This design comes from an exercise in tuning for small area, a short achievable clock period and few clock cycles per item on the open sky130 flow, not from production work. At most, simulation tests tie the RTL to the original design; equivalence was not proved.

// scheduled_led_soft_ramp_dimmer_core
module scheduled_led_soft_ramp_dimmer_core (
  input  logic                clk_i,
  input  logic                rst_ni,
  input  logic                cfg_we_i,
  input  logic [CfgIdxW-1:0]  cfg_idx_i,
  input  logic [CfgDataW-1:0] cfg_wdata_i,
  input  logic                in_valid_i,
  output logic                in_ready_o,
  input  logic [20:0]         in_data_i,
  output logic                out_valid_o,
  input  logic                out_ready_i,
  output logic [65:0]         out_data_o
);
Size in the first run: roughly 3700 cells after synthesis, roughly 400 flip-flops, about 32000 sq um of cells after synthesis.
Settings: LEC_CHECK=0, CAP_MARGIN=20, CORE_MARGIN=2, CORE_UTILIZATION=40, SETUP_SLACK_MARGIN=5, SLEW_MARGIN=20; clock period 10.0 ns.
run.sh (not shown) runs the stock make flow with config.mk's settings and CLKGATE_MAP_FILE= SYNTH_SCRIPT=/design/flow/synth_recipe.tcl, a recipe that flattens the netlist after the stock synthesis.
Testbench counts at the start, summed over its fixed seeds: cycles 4,547, items 3,822.
Then changed:
==> flow/flow/run.sh (new file) <==
#!/bin/bash
set -euo pipefail
bash standard.sh finish SETUP_SLACK_MARGIN=6 > make.log 2>&1
==> flow/standard.sh (new file) <==
#!/bin/bash
# synth_recipe.tcl (not shown) runs the flow's synth.tcl, then flattens the netlist and writes it again
# the make line also repeats each setting of config.mk as NAME=value (left out here)
make -C /OpenROAD-flow-scripts/flow DESIGN_CONFIG=/design/flow/config.mk WORK_HOME=/design/flow/orfs CLKGATE_MAP_FILE= SYNTH_SCRIPT=/design/flow/synth_recipe.tcl "${@:-finish}"
- SETUP_SLACK_MARGIN: 5 -> default
removed: flow/run.sh
What happened: Final area is higher by 3.2%. Count of clock-buffer cells in the layout is higher by 2. Worst setup slack gets better by 940 ps. Critical path depth is lower by 3. Global-route usage is higher by 0.62 points. Maximum frequency is higher by 24%. Die area is unchanged.


before:
scheduled_led_soft_ramp_dimmer_core, a different RTL version from the one above (not shown whole).
Size in the first run: roughly 110 I/O pins, ~31,000 sq um of cells after synthesis.
Design scheduled_led_soft_ramp_dimmer_core, start of the top module:
module scheduled_led_soft_ramp_dimmer_core (
  input  logic                clk_i,
  input  logic                rst_ni,
  input  logic                cfg_we_i,
  input  logic [CfgIdxW-1:0]  cfg_idx_i,
  input  logic [CfgDataW-1:0] cfg_wdata_i,
  input  logic                in_valid_i,
  output logic                in_ready_o,
  input  logic [20:0]         in_data_i,
  output logic                out_valid_o,
  input  logic                out_ready_i,
  output logic [65:0]         out_data_o
);
Settings: LEC_CHECK=0, CAP_MARGIN=20, CORE_MARGIN=2, CORE_UTILIZATION=40, SLEW_MARGIN=20; clock period 10.0 ns.
standard.sh (not shown) runs the stock make flow with config.mk's settings and CLKGATE_MAP_FILE= SYNTH_SCRIPT=/design/flow/synth_recipe.tcl, a recipe that flattens the netlist after the stock synthesis.
==> flow/flow/run.sh <==
#!/bin/bash
set -euo pipefail
bash standard.sh finish SETUP_SLACK_MARGIN=6.5 > make.log 2>&1
Relative to before, the following input files were edited for after:
==> flow/flow/run.sh <==
#!/bin/bash
set -euo pipefail
bash standard.sh finish SETUP_SLACK_MARGIN=6 > make.log 2>&1
Notes after the runs:
| count of clock-net buffers in the final layout | higher: before |
Share of final layout cell area taken by non-clock buffers, before and after, higher one = before.
Summary: total number of vias, after better than before
From before to after the numbers moved as follows: number of global-route vias before repair went down; maximum clock skew at final layout went down.
No functional check of the RTL was part of any run of this note.


== run A ==
Another version of the RTL of scheduled_led_soft_ramp_dimmer_core (not shown whole).
Size in the first run: ~3400 cells after synthesis, ~110 I/O pins, about 30000 µm² of cells after synthesis.
export LEC_CHECK = 0
export CAP_MARGIN = 5
export CORE_MARGIN = 2
export CORE_UTILIZATION = 40
export SLEW_MARGIN = 5
create_clock -name core_clock -period 10.0 [get_ports {clk_i}]
==> flow/flow/run.sh <==
#!/bin/bash
set -euo pipefail
bash standard.sh finish SETUP_SLACK_MARGIN=6 \
  'BUFFER_PORTS_ARGS=-buffer_cell sky130_fd_sc_hd__buf_2' > make.log 2>&1
Both conditions hold for run A: the flow ran to the end and the final layout passed the timing, DRC and antenna checks.
Testbench counts of run A, summed over its fixed seeds: cycles 4,549, items 3,822.
Input-level comparison between run B and run A:
Settings: CAP_MARGIN: 5 -> 20; PLACE_DENSITY: unset -> 0.75; SLEW_MARGIN: 5 -> 20.
--- outcome ---
In run B the portion of the clock cycle consumed by the worst path in the final layout turned out 0.50 points higher than in run A. Run A -> run B: post-route standard cell area excluding fillers flat. Taking run A as 1.0, run B lands at 0.944 on number of clock buffer instances in the layout. In the reports for run A and run B, the larger post-synthesis to final-layout area growth belongs to run A. Via count of the first global-routing pass of run B exceeds that of run A slightly. Looking at number of antenna violations at the first check in global routing, run B sits 4 higher than run A does. Run A and run B ended up with nearly the same utilization after layout. Global-route usage: run B lower than run A. Between run B and run A, the sequential standard cell area does not differ in any meaningful way.
Modified inputs, run C compared to run B
Settings: PLACE_DENSITY removed (was 0.75).
Results
- Of the two values seen for beginning of the critical path, out_ready_i was produced by run C and step_q[1] by run B.
- Looking only at initial antenna violation count, and setting everything else aside, the lower value of run C and run B goes to run C.
- Run C ends up with a worst path setup slack after routing that is 51 ps higher than in run B.
- Run B ended up with flop to flop as its critical path start-end classification; run C ended up with input port to flop.
- Via count: run C vs run B down 2.1%
- Diff run B -> run C: global placement routability congestion has decreased, worst path required time essentially unchanged, met1 layer usage reported by global route increased 2.9 points.
- Delta (run C minus run B): depth of the critical timing path with buffers and inverters included lower; total length of routed met2 wires higher; shortest period the worst path allows went down.


## JK
scheduled_led_soft_ramp_dimmer_core, a different RTL version from the one above (not shown whole).
For scale: roughly 3400 cells after synthesis, about 410 flip-flops, about 110 I/O pins, roughly 31000 um2 of cells after synthesis.
Settings: LEC_CHECK=0, CAP_MARGIN=20, CORE_MARGIN=2, CORE_UTILIZATION=40, SLEW_MARGIN=20; clock period 10.0 ns.
==> flow/flow/run.sh <==
#!/bin/bash
set -euo pipefail
bash standard.sh finish SETUP_SLACK_MARGIN=5.5 > make.log 2>&1
JK completed; timing, DRC and antenna clean
Testbench counts of JK, summed over its fixed seeds: cycles 4,579, items 3,822.
Edits applied to the flow inputs when going from JK to MS:
==> flow/flow/run.sh <==
#!/bin/bash
set -euo pipefail
bash standard.sh finish SETUP_SLACK_MARGIN=6 > make.log 2>&1
==> run summary <==
- Per the final summary, MS finished and its layout is clean on timing, DRC and antenna.
- Going from JK to MS, the sequential share of layout area was found to have gone down by 0.39 points.
- JK and MS ended up with roughly the same multi-input logic cell count.
- Taking JK as the reference, in MS overall routing resource usage level; pin slew with the least headroom to its limit moved down; first-pass GRT wire length decreased by 1300 um relative to the old numbers.
- Cell count of the worst reg-to-reg path, MS and JK, higher one = MS.
- Going from JK to MS, the number of diodes added for antenna fixing was found to have gone up by 2.
Edits applied to the flow inputs when going from MS to AL:
Settings: changing CORE_UTILIZATION from 40 to 60.
--- outcome ---
- Relative to MS, maximum fanout along the worst path decreased by 1 in AL.
- AL gives more fraction of final layout cells sized beyond drive strength 1 than MS did.
- Diff MS..AL | sequential share of layout area | negligible
- Measured against each other, MS and AL differ in number of stages on the worst setup path, the lower figure coming from MS.
- The run showing the greater number of buffers created by CTS is MS.
- Cell count for AL is lower than for MS.
- Diff MS -> AL: final core area utilization rose 23 points; total routing usage reported by global routing went up 14 points.
- AL vs MS on tap cell count: AL is the lower one.

-- afterwards: timing with drivers on the ports --
Ports are ideal in the flow. The routed layouts listed here were re-timed in OpenROAD. Step 1, drivers: a clkbuf_16 drives clk_i and a buf_2 each remaining input, both assumed. Step 2 moves the port delays by t, midway between the first and last clock arrival at a register: inputs arrive t later, outputs are due t later. That takes back most of the time a late clock gives input paths. Slacks: ideal ports / drivers / drivers and shift; pairs: ideal ports / drivers.
| run | t, ns | slack for setup (ns) | slew at the worst register clock pin (ns) |
|---|---|---|---|
| the first run of note 1 | 0.682 | 5.090 / 5.090 / 4.524 | 0.07 / 0.07 |
| the second run of note 1 | 0.687 | 6.026 / 6.006 / 5.386 | 0.07 / 0.07 |
| before | 0.674 | 5.180 / 5.180 / 5.180 | 0.08 / 0.08 |
| after | 0.684 | 5.421 / 5.421 / 5.391 | 0.07 / 0.07 |
| run A | 0.668 | 6.068 / 6.079 / 5.443 | 0.07 / 0.07 |
| run B | 0.669 | 6.018 / 6.018 / 5.451 | 0.07 / 0.07 |
| run C | 0.668 | 6.068 / 6.090 / 5.444 | 0.07 / 0.07 |
| JK | 0.669 | 5.645 / 5.663 / 4.995 | 0.06 / 0.06 |
| MS | 0.671 | 6.013 / 5.956 / 5.432 | 0.07 / 0.07 |
| AL | 0.664 | 6.019 / 6.019 / 5.488 | 0.07 / 0.07 |
After both steps setup and hold are still met in every run listed. For JK, which loses most, drivers alone change the setup slack by +0.018 ns; drivers and shift together by -0.650 ns.
